This is an optimization exercise on Yosys and OpenROAD, whose aim is small area, a short achievable clock period and few clock cycles per item, not a production implementation.
No run shown here included a check of the RTL's function; only the layout flow was run.

--- flow/config.mk ---
export PLATFORM = sky130hd
export DESIGN_NAME = int_div_top
export DESIGN_NICKNAME = int_div_top
export VERILOG_FILES = /design/flow/design.v
export SDC_FILE = /design/flow/constraint.sdc
export NUM_CORES = 4
export LEC_CHECK = 0
export CAP_MARGIN = 20
export CORE_MARGIN = 2
export CORE_UTILIZATION = 40
export SETUP_SLACK_MARGIN = 1.5
export SLEW_MARGIN = 20
--- flow/constraint.sdc ---
create_clock -name core_clock -period 5.0 [get_ports {clk}]
set_input_delay 1.0000 -clock core_clock [delete_from_list [all_inputs] [get_ports {clk}]]
set_output_delay 1.0000 -clock core_clock [all_outputs]
set_load 0.01 [all_outputs]
--- flow/design.v ---
`timescale 1ns/1ps
`default_nettype none
package div_pkg;
	localparam int DIV_WIDTH = 64;
	typedef enum logic [2:0] {
		IDLE = 3'd0,   
		PREP = 3'd1,   
		STEP = 3'd2,   
		FIX  = 3'd3,   
		DONE = 3'd4    
	} div_state_e;
endpackage
`default_nettype wire
`timescale 1ns/1ps
`default_nettype none
module div_lzc64 (
	input  logic [63:0] x_i,
	output logic [6:0]  cnt_o
);
	logic [63:0] v0;
	logic [31:0] v1; logic [31:0][0:0] c1;
	logic [15:0] v2; logic [15:0][1:0] c2;
	logic [7:0]  v3; logic [7:0][2:0]  c3;
	logic [3:0]  v4; logic [3:0][3:0]  c4;
	logic [1:0]  v5; logic [1:0][4:0]  c5;
	logic        v6; logic [5:0]       c6;
	assign v0 = x_i;
	always_comb begin
		for (int i = 0; i < 32; i++) begin
			v1[i] = v0[2*i+1] | v0[2*i];
			c1[i] = ~v0[2*i+1];
		end
		for (int i = 0; i < 16; i++) begin
			v2[i] = v1[2*i+1] | v1[2*i];
			c2[i] = v1[2*i+1] ? {1'b0, c1[2*i+1]} : {1'b1, c1[2*i]};
		end
		for (int i = 0; i < 8; i++) begin
			v3[i] = v2[2*i+1] | v2[2*i];
			c3[i] = v2[2*i+1] ? {1'b0, c2[2*i+1]} : {1'b1, c2[2*i]};
		end
		for (int i = 0; i < 4; i++) begin
			v4[i] = v3[2*i+1] | v3[2*i];
			c4[i] = v3[2*i+1] ? {1'b0, c3[2*i+1]} : {1'b1, c3[2*i]};
		end
		for (int i = 0; i < 2; i++) begin
			v5[i] = v4[2*i+1] | v4[2*i];
			c5[i] = v4[2*i+1] ? {1'b0, c4[2*i+1]} : {1'b1, c4[2*i]};
		end
		v6 = v5[1] | v5[0];
		c6 = v5[1] ? {1'b0, c5[1]} : {1'b1, c5[0]};
	end
	assign cnt_o = v6 ? {1'b0, c6} : 7'd64;
endmodule
`default_nettype wire
`timescale 1ns/1ps
`default_nettype none
module int_div_top (
	input  wire                clk,
	input  wire                rst_n_i,
	input  logic               req_i,
	input  logic               req_op_i,        
	input  logic [63:0]        req_dividend_i,
	input  logic [63:0]        req_divisor_i,
	output logic               ack_o,
	output logic [63:0]        rsp_quotient_o,
	output logic [63:0]        rsp_remainder_o,
	output logic               rsp_div_by_zero_o
);
	logic       a_neg, b_neg, b_zero, a_pow2;
	logic [6:0] lz_a, lz_b;
	assign a_neg  = ~req_op_i & req_dividend_i[63];
	assign b_neg  = ~req_op_i & req_divisor_i[63];
	assign b_zero = ~|req_divisor_i;
	div_lzc64 i_lz_a (.x_i(req_dividend_i ^ {64{a_neg}}), .cnt_o(lz_a));
	div_lzc64 i_lz_b (.x_i(req_divisor_i  ^ {64{b_neg}}), .cnt_o(lz_b));
	assign a_pow2 = a_neg & ~|(~req_dividend_i[63:1] & req_dividend_i[62:0]);
	div_pkg::div_state_e state_q;
	logic        ack_q;
	logic [64:0] r_q;       
	logic [65:0] d_q;       
	logic [63:0] q_q;       
	logic [6:0]  lza_q;     
	logic [6:0]  lzb_q;
	logic        pow2_q;
	logic [6:0]  cnt_q;     
	logic        corr_q;    
	logic        a_neg_q;   
	logic        same_q;    
	logic        qneg_q;    
	logic        dbz_q;
	logic [65:0] add_a;
	logic [66:0] sum;
	logic [65:0] s;
	logic        s_zero;
	logic        acc;
	assign add_a = {r_q[64], r_q};
	assign sum   = {add_a, 1'b1} + {d_q, same_q};
	assign s     = sum[66:1];
	assign s_zero = ~|s;
	assign acc    = s[65] ~^ a_neg_q;
	logic [7:0] k;
	assign k = {1'b0, lzb_q} - {1'b0, lza_q} + {7'd0, pow2_q};
	function automatic logic [63:0] negate64(input logic [63:0] x);
		logic [63:0] below;    
		logic [7:0]  grp;      
		logic [7:0]  grp_below;
		logic [63:0] in_grp;   
		for (int g = 0; g < 8; g++) begin
			in_grp[8*g] = 1'b0;
			for (int i = 1; i < 8; i++) in_grp[8*g+i] = in_grp[8*g+i-1] | x[8*g+i-1];
			grp[g] = in_grp[8*g+7] | x[8*g+7];
		end
		grp_below[0] = 1'b0;
		for (int g = 1; g < 8; g++) grp_below[g] = grp_below[g-1] | grp[g-1];
		for (int i = 0; i < 64; i++) below[i] = in_grp[i] | grp_below[i/8];
		negate64 = x ^ below;
	endfunction
	logic [63:0] q_x;
	logic [63:0] q_fix;
	assign q_x   = corr_q ? ~q_q : q_q;
	assign q_fix = (qneg_q ^ corr_q) ? negate64(q_x) : q_x;
	always_ff @(posedge clk or negedge rst_n_i) begin
		if (!rst_n_i) begin
			state_q <= div_pkg::IDLE;
			ack_q   <= 1'b0;
		end else begin
			case (state_q)
				div_pkg::IDLE: if (req_i) state_q <= div_pkg::PREP;
				div_pkg::PREP: begin
					if (dbz_q || k[7]) begin
						state_q <= div_pkg::DONE;
						ack_q   <= 1'b1;
					end else begin
						state_q <= div_pkg::STEP;
					end
				end
				div_pkg::STEP: begin
					if (cnt_q == 7'd0) begin
						if (qneg_q || corr_q || (a_neg_q && s_zero)) begin
							state_q <= div_pkg::FIX;
						end else begin
							state_q <= div_pkg::DONE;
							ack_q   <= 1'b1;
						end
					end
				end
				div_pkg::FIX: begin
					state_q <= div_pkg::DONE;
					ack_q   <= 1'b1;
				end
				div_pkg::DONE: begin
					if (!req_i) begin
						state_q <= div_pkg::IDLE;
						ack_q   <= 1'b0;
					end
				end
				default: begin
					state_q <= div_pkg::IDLE;
					ack_q   <= 1'b0;
				end
			endcase
		end
	end
	always_ff @(posedge clk) begin
		case (state_q)
			div_pkg::IDLE: begin
				if (req_i) begin
					r_q     <= {a_neg, req_dividend_i};
					d_q     <= {b_neg, b_neg, req_divisor_i};
					q_q     <= '0;
					lza_q   <= lz_a;
					lzb_q   <= lz_b;
					pow2_q  <= a_pow2;
					corr_q  <= 1'b0;
					a_neg_q <= a_neg;
					same_q  <= (a_neg == b_neg);
					qneg_q  <= a_neg ^ b_neg;
					dbz_q   <= b_zero;
				end
			end
			div_pkg::PREP: begin
				if (dbz_q) begin
					q_q <= '1;
				end else begin
					d_q   <= (d_q << k[6:0]) ^ {66{same_q}};
					cnt_q <= k[6:0];
				end
			end
			div_pkg::STEP: begin
				if (acc) r_q <= s[64:0];
				q_q <= {q_q[62:0], acc};
				d_q <= {d_q[65], d_q[65:1]};
				cnt_q <= cnt_q - 7'd1;
				if (a_neg_q && s_zero) corr_q <= 1'b1;
			end
			div_pkg::FIX: begin
				q_q <= q_fix;
				if (corr_q) r_q <= '0;
			end
			default: ;
		endcase
	end
	assign ack_o             = ack_q;
	assign rsp_quotient_o    = q_q;
	assign rsp_remainder_o   = r_q[63:0];
	assign rsp_div_by_zero_o = dbz_q;
endmodule
`default_nettype wire
--- flow/run.sh ---
#!/bin/bash
# synth_recipe.tcl (not shown) runs the flow's synth.tcl, then flattens the netlist and writes it again
# the make line also repeats each setting of config.mk as NAME=value (left out here)
make -C /OpenROAD-flow-scripts/flow DESIGN_CONFIG=/design/flow/config.mk WORK_HOME=/design/flow/orfs CLKGATE_MAP_FILE= SYNTH_SCRIPT=/design/flow/synth_recipe.tcl finish
==> results of run 1 <==
metrics by stage:
step	cell area, sq um	setup WS, ns
finish	36000	0.805
global route	36000	0.609
CTS	33700	0.865
detailed placement	29800	0.272
global placement	29800	0.244
floorplan	26900	0.414
repair_timing:
item	4_1_cts	5_1_grt
setup endpoints to repair	190	190
gates cloned	12	4
resized for setup	432	378
pin swaps	125	193
setup buffers	123	78
metal layers:
metal  wire [um]  part of all wire (%)
met5          16                 0.012
met4        7380                   5.7
met3       14000                    11
met2       56300                    44
met1       50700                    39
area by class of cell:
type	count	area, sq um	share of cell area (%)
antenna	2	5.00	0.0139
clock inverter	23	349	0.971
multi-input combinational	2790	21100	58.5
sequential	226	6770	18.8
timing repair buffer	562	5650	15.7
clock buffer	35	791	2.20
tap	864	1080	3.01
inverter	70	265	0.737
kinds of logic (layout without fill, tap and decap cells):
group / after synthesis / in the layout / share of synthesized area, %
adder cells (fa/ha/maj): 97 / 97 / 4.65
AO/OA/AOI/OAI: 1088 / 1088 / 26.3
multiplexers: 121 / 121 / 7.40
buffers and inverters: 400 / 690 / 6.70
other: 0 / 2 / 0
AND/OR/NAND/NOR: 1282 / 1283 / 22.7
flip-flops: 226 / 226 / 25.6
XOR/XNOR: 201 / 201 / 6.66
registers in the layout, indices dropped and copies added, names as in the netlist:
| register | flops |
|---|---|
| lza_q | 7 |
| same_q | 1 |
| qneg_q | 1 |
| pow2_q | 1 |
| ack_q | 1 |
| a_neg_q | 1 |
| d_q | 66 |
| cnt_q | 7 |
| lzb_q | 7 |
| r_q | 65 |
| dbz_q | 1 |
| corr_q | 1 |
| q_q | 64 |
| state_q | 3 |
worst max path at each step:
stage | slack (ns) | from | to
6_report | 0.80 | d_q[1] | r_q[10]
5_1_grt | 0.61 | d_q[24] | corr_q
4_1_cts | 0.86 | d_q[0] | corr_q
3_5_place_dp | 0.27 | d_q[25] | corr_q
3_3_place_gp | 0.24 | d_q[29] | r_q[55]
2_1_floorplan | 0.41 | corr_q | q_q[63]
worst max-delay path, delay by kind of cell (launching register included):
| kind | cells | cell delay, ns |
|---|---|---|
| flops | 1 | 0.52 |
| compound gates | 7 | 1.49 |
| simple gates | 4 | 1.04 |
| buf+inv | 3 | 0.48 |
| fa+ha+maj | 1 | 0.33 |
cell usage after synthesis (25+ instances only):
cell / n
sky130_fd_sc_hd__a22o_1: 30
sky130_fd_sc_hd__edfxtp_1: 222
sky130_fd_sc_hd__mux4_2: 59
sky130_fd_sc_hd__a21oi_1: 265
sky130_fd_sc_hd__a31oi_1: 42
sky130_fd_sc_hd__nor3_1: 99
sky130_fd_sc_hd__a211oi_1: 33
sky130_fd_sc_hd__o211ai_1: 57
sky130_fd_sc_hd__buf_4: 67
sky130_fd_sc_hd__a21o_1: 30
sky130_fd_sc_hd__xor2_1: 100
sky130_fd_sc_hd__buf_1: 35
sky130_fd_sc_hd__or3_1: 33
sky130_fd_sc_hd__nand3_1: 95
sky130_fd_sc_hd__and3_1: 31
sky130_fd_sc_hd__xnor2_1: 101
sky130_fd_sc_hd__o22ai_1: 25
sky130_fd_sc_hd__nand2_1: 491
sky130_fd_sc_hd__clkbuf_1: 213
sky130_fd_sc_hd__inv_1: 68
sky130_fd_sc_hd__o21ai_0: 304
sky130_fd_sc_hd__nor2_1: 286
sky130_fd_sc_hd__mux2i_1: 56
sky130_fd_sc_hd__nand4_1: 46
sky130_fd_sc_hd__nor2b_1: 32
sky130_fd_sc_hd__ha_1: 95
sky130_fd_sc_hd__nor4_1: 36
sky130_fd_sc_hd__nand2b_1: 43
sky130_fd_sc_hd__a22oi_1: 92
==> results.toml, run 1 <==
[critical_path]
worstReg2RegEnd = "r_q[10]"
worst-endpoint-required_ns = 5.32
path_class = "reg -> reg"
rr_startpoint = "d_q[1]"
cp_slowest_cell = "sky130_fd_sc_hd__edfxtp_1"
critical_path.max_stage_delay_ns = 0.52
setup.worst_path.start_class = "flop"
critical_path.cell_chain = "ha_4 > a21o_1 > a221oi_4 > buf_6 > or4_4 > a31oi_4 > o21ai_4 > a2111oi_4 > nor3_2 > or3_1 > nand2_2 > o211ai_1 > a21oi_4 > buf_4 > buf_16"
critical_path_peak_fanout = 20
reg2reg_slack_ns = 0.80
crit_arrival_ns = 4.51
cp-end-kind = "flop"
r2r_cells = 15

[floorplanning]
fp.dieArea_sq_mm = 0.0682
initial_utilization_pct = 40.3
die_height_um = 261
rows = 94
io_pins = 262
fp.dieW_um = 261
core_region_area_sq_mm = 0.0656

[layout]
final_net_count = 3910
drive_gt1_share_pct = 25.5
layout.cells.most_common_list = "420 x sky130_fd_sc_hd__nand2_1, 258 x sky130_fd_sc_hd__clkdlybuf4s50_1, 244 x sky130_fd_sc_hd__nor2_1"
layout.cells.non_filler = 4572
layout.cells.most_common = "sky130_fd_sc_hd__nand2_1"
area_delta_synth_final_pct = 36.0
final_core_utilization_pct = 54.8
number_of_fill_cells_in_the_layout = 5966

[logic_synthesis]
synth.largest_area_cell = "sky130_fd_sc_hd__edfxtp_1"
syn-cell-area_sq_mm = 0.0264
syn_avg_cell_area_sq_um = 7.74
yosysSeqAreaShare_pct = 25.6
yosys_warnings = 2
synth_top_area_share_pct = 25.2
postSynthNetCount = 3644
post_synth_main_area_contributors = "sky130_fd_sc_hd__edfxtp_1 25%, sky130_fd_sc_hd__nand2_1 7.0%, sky130_fd_sc_hd__o21ai_0 5.8%, sky130_fd_sc_hd__mux4_2 5.0%, sky130_fd_sc_hd__a21oi_1 5.0%"
ys_async_sr_fraction_pct = 1.77
synthFlopType = "sky130_fd_sc_hd__edfxtp_1"
synth.ff_latch_count = 226
post_synth_inst_count = 3415
yosys.cell_types.count = 100
edff_count_synth = 222

[timing]
pins_over_their_slew_limit = 0
hold_ws_ns = 0.616
min_period_ns = 4.20
tightestPinTransition_ns = 1.23
setup_violations = 0
fin_crit_sh_pct = 83.9
fin_skew_ns = 0.0270
rsz_0062_raised_after_global_routing = "true"
timing.fmax_mhz = 238
timing.max_slew.rel_slack_pct = 17.9
final_hold_viol_count = 0
fin_tns_setup_ns = 0

[hold_path]
worst_hold_startpoint = "ack_q"
worstHoldPathType = "reg -> reg"
hold_path_end = "ack_q"
hold_depth = 2

[global_route]
met3_track_usage_gr_pct = 7.93
number_of_global_route_vias_before_repair = 27300
global_route.usage.met2_pct = 54.3
grt_remaining_overflow = 0
grt_max_degree = 66
grt_antenna_before_repair = 1
track_usage_pct = 35.2
grt-busiest-layer = "met2"
grt_pass1_wl_um = 181000
grt_use_met1_pct = 47.2

[placement]
dp.final_hpwl_um = 90600
buffer_ports.inserted = 261
gpl.final_weighted_congestion = 1.02
place_inst = 4295

[clock_tree]
clk_path_buf_depth = 3
cts_root_buffer = "sky130_fd_sc_hd__clkbuf_16"
numCtsBuffers = 31
clock_tree.htree_level_count = 1
clock_latency_on_the_worst_skew_pair_ns = 0.63
cts_sinks = 226
tritoncts_clock_tree = "built"
path_clk_slew_ns = 0.06
cts_hold_buffers = 0

[drt]
drt-wirelength-per-cell_um = 28.1
drtAntennaViolNets = 0
route.detailed.vias_per_inst = 6.59
drt_wl_total_um = 128000
drt-pass1-iter-count = 9
initialDrtViolationCount = 4403
detail_route.drc_violations = 0
num_vias = 30100

[outcome]
run_status = "finished clean"

[run]
cap_viol_max_count = 0
==> inputs of run 2 (changes only) <==
--- a/flow/config.mk
+++ b/flow/config.mk
@@ -10,3 +10,2 @@
 export CORE_UTILIZATION = 40
-export SETUP_SLACK_MARGIN = 1.5
 export SLEW_MARGIN = 20
==> results.toml, run 2 <==
[critical_path]
crit_arrival_ns = 5.17
worst_path_most_repeated_cell = "sky130_fd_sc_hd__nand4_1"
worst-endpoint-required_ns = 5.31
cp-startpoint = "d_q[25]"
critical_path.cell_chain = "ha_1 > nand4_1 > nor4_2 > nand2_1 > o22ai_1 > o311ai_1 > a21o_1 > a2111oi_1 > o21ai_0 > a211oi_1 > nand4_1 > a211oi_2"
cp_slowest_cell = "sky130_fd_sc_hd__a2111oi_1"
rr_startpoint = "d_q[25]"
critical_path.max_stage_delay_ns = 0.57
path_class = "reg -> reg"
worstReg2RegEnd = "corr_q"
critical_path_peak_fanout = 10
r2r_cells = 12
reg2reg_slack_ns = 0.15
cp-end-kind = "flop"
setup.worst_path.start_class = "flop"

[timing]
fin_crit_sh_pct = 97.1
pins_over_their_slew_limit = 0
timing.max_slew.rel_slack_pct = 29.3
tightestPinTransition_ns = 1.06
timing.fmax_mhz = 206
fin_tns_setup_ns = 0
min_period_ns = 4.85
rsz_0062_raised_after_global_routing = "false"
setup_violations = 0
final_hold_viol_count = 0
fin_skew_ns = 0.0248

[global_route]
grt_remaining_overflow = 0
grt_antenna_before_repair = 3
number_of_global_route_vias_before_repair = 25300
track_usage_pct = 32.6
grt_pass1_wl_um = 167000
grt_max_degree = 134

[layout]
largestRegisters = "d_q x66, r_q x65, q_q x64"
largest-register = "d_q"
area_delta_synth_final_pct = 15.7
layout.cells.most_common = "sky130_fd_sc_hd__nand2_1"
final_net_count = 3696
antenna_cells_inserted = 0
number_of_fill_cells_in_the_layout = 6508
final-seq-area_sq_mm = 0.00677
layout.cells.most_common_list = "490 x sky130_fd_sc_hd__nand2_1, 304 x sky130_fd_sc_hd__o21ai_0, 282 x sky130_fd_sc_hd__nor2_1"
stdcell_area_sq_mm = 0.0306
largest_register_ffs = 66
drive_gt1_share_pct = 7.62
footprint_of_the_multi_input_gates_sq_mm = 0.0181
final_core_utilization_pct = 46.6

[logic_synthesis]
post_synth_inst_count = 3415
postSynthNetCount = 3644
yosys.cell_types.count = 100
synthFlopType = "sky130_fd_sc_hd__edfxtp_1"
synth_common_cells = "491 x sky130_fd_sc_hd__nand2_1, 304 x sky130_fd_sc_hd__o21ai_0, 286 x sky130_fd_sc_hd__nor2_1"
syn_avg_cell_area_sq_um = 7.74
synth.ff_latch_count = 226
most_frequent_cell_after_synthesis = "sky130_fd_sc_hd__nand2_1"
ys_async_sr_fraction_pct = 1.77
synth_top_area_share_pct = 25.2
syn-cell-area_sq_mm = 0.0264
yosysSeqAreaShare_pct = 25.6
edff_count_synth = 222
yosys_warnings = 2
post_synth_main_area_contributors = "sky130_fd_sc_hd__edfxtp_1 25%, sky130_fd_sc_hd__nand2_1 7.0%, sky130_fd_sc_hd__o21ai_0 5.8%, sky130_fd_sc_hd__mux4_2 5.0%, sky130_fd_sc_hd__a21oi_1 5.0%"
synth.largest_area_cell = "sky130_fd_sc_hd__edfxtp_1"

[placement]
buffer_ports.inserted = 261
postPlaceCellArea_sq_mm = 0.0297
dp.final_hpwl_um = 88400
gpl.final_weighted_congestion = 1.03

[drt]
initialDrtViolationCount = 3438
route.detailed.vias_per_inst = 6.43
drt_wl_total_um = 116000
num_vias = 28000
route.layer.met1.wl_um = 47400
drt-pass1-iter-count = 7
top_layer_used = "met5"
drt-wirelength-per-cell_um = 26.6
drtAntennaViolNets = 0
met2WireLength_um = 49800
detail_route.drc_violations = 0
wl_met3_um = 12100

[floorplanning]
fp.dieArea_sq_mm = 0.0682
io_pins = 262
initial_utilization_pct = 40.3
rows = 94
die_height_um = 261
core_region_area_sq_mm = 0.0656
fp.dieW_um = 261

[clock_tree]
path_clk_slew_ns = 0.07
cts_root_buffer = "sky130_fd_sc_hd__clkbuf_16"
numCtsBuffers = 31
cts_hold_buffers = 0
post-cts-setup-buffers = 0
clock_latency_on_the_worst_skew_pair_ns = 0.62
clock_tree.htree_level_count = 1
tritoncts_clock_tree = "built"
clk_path_buf_depth = 3
cts_sinks = 226

[run]
cap_viol_max_count = 0

[hold_path]
worstHoldPathType = "in -> async"

[outcome]
run_status = "finished clean"
-- run 2: cell counts after synthesis --
Identical to the previous run, type by type.
-- run 2: logic make-up after synthesis --
kind of cell / Yosys count / synth area share [%]
buffers and inverters: 400 / 6.70
AOI/OAI and AO/OA: 1088 / 26.3
DFF: 226 / 25.6
xor gates and xnor gates: 201 / 6.66
adders and majority gates: 97 / 4.65
and+or+nand+nor: 1282 / 22.7
muxes: 121 / 7.40
-- run 2: worst max-delay path by stage --
stage                    to  slack [ns]
floorplan           q_q[63]        0.01
global placement     corr_q        0.26
detailed placement  r_q[41]        0.30
CTS                  corr_q        0.25
global route        r_q[47]       0.003
finish               corr_q        0.15
-- run 2: final cells by class --
type | count | area share [%]
multi-input combinational | 2789 | 59.2
sequential | 226 | 22.1
timing repair buffer | 349 | 11.2
tap | 864 | 3.53
clock buffer | 40 | 2.65
inverter | 70 | 0.867
clock inverter | 17 | 0.356
-- run 2: repair_timing --
item,CTS,global route
resized for setup,0,4
endpoints found under the setup margin,0,40
endpoints found under the hold margin,0,0
-- run 2: worst max-delay path: cells and delay by family, from the launching register on --
kind | cells | cell delay (ns)
and+or+nand+nor | 4 | 1.08
adders and majority gates | 1 | 0.55
AOI/OAI and AO/OA | 7 | 2.44
DFF | 1 | 0.48
-- run 2: per-layer routing --
metal | vias to the layer above | GRT usage, %
li1 | 12800 | -
met5 | - | 0
met3 | 242 | 6.23
met2 | 1556 | 49.0
met4 | 6 | 15.4
met1 | 13400 | 45.0
-- run 2: per-stage QoR --
step | cells | worst slack (ns) | hold slack, ns
floorplan | 3415 | 0.00982 | 0.570
global placement | 4298 | 0.264 | 0.603
detailed placement | 4298 | 0.296 | 0.602
CTS | 4355 | 0.250 | 0.581
global route | 4355 | 0.00253 | 0.597
finish | 4355 | 0.147 | 0.597

-- static timing again, ports no longer ideal --
No port has a modelled driver above. Below, the same layouts with a new extraction and two added sets of constraints. Step 1 assumes that a clkbuf_16 drives the clock port and a buf_2 every other input. Step 2, shift: input delay + t, output delay - t, t = (earliest + latest rising clock arrival at the registers) / 2. This alone moves slack from input paths to output paths. Slacks: ideal ports / drivers / drivers and shift; pairs: ideal ports / drivers.
run	t, ns	slack for setup (ns)	worst setup path after step 2	worst register clock-pin slew, ns
run 1	0.681	0.805 / 0.805 / 0.805	register to register	0.07 / 0.07
run 2	0.671	0.147 / 0.147 / 0.147	register to register	0.07 / 0.07
After both steps setup and hold are still met in every run listed.
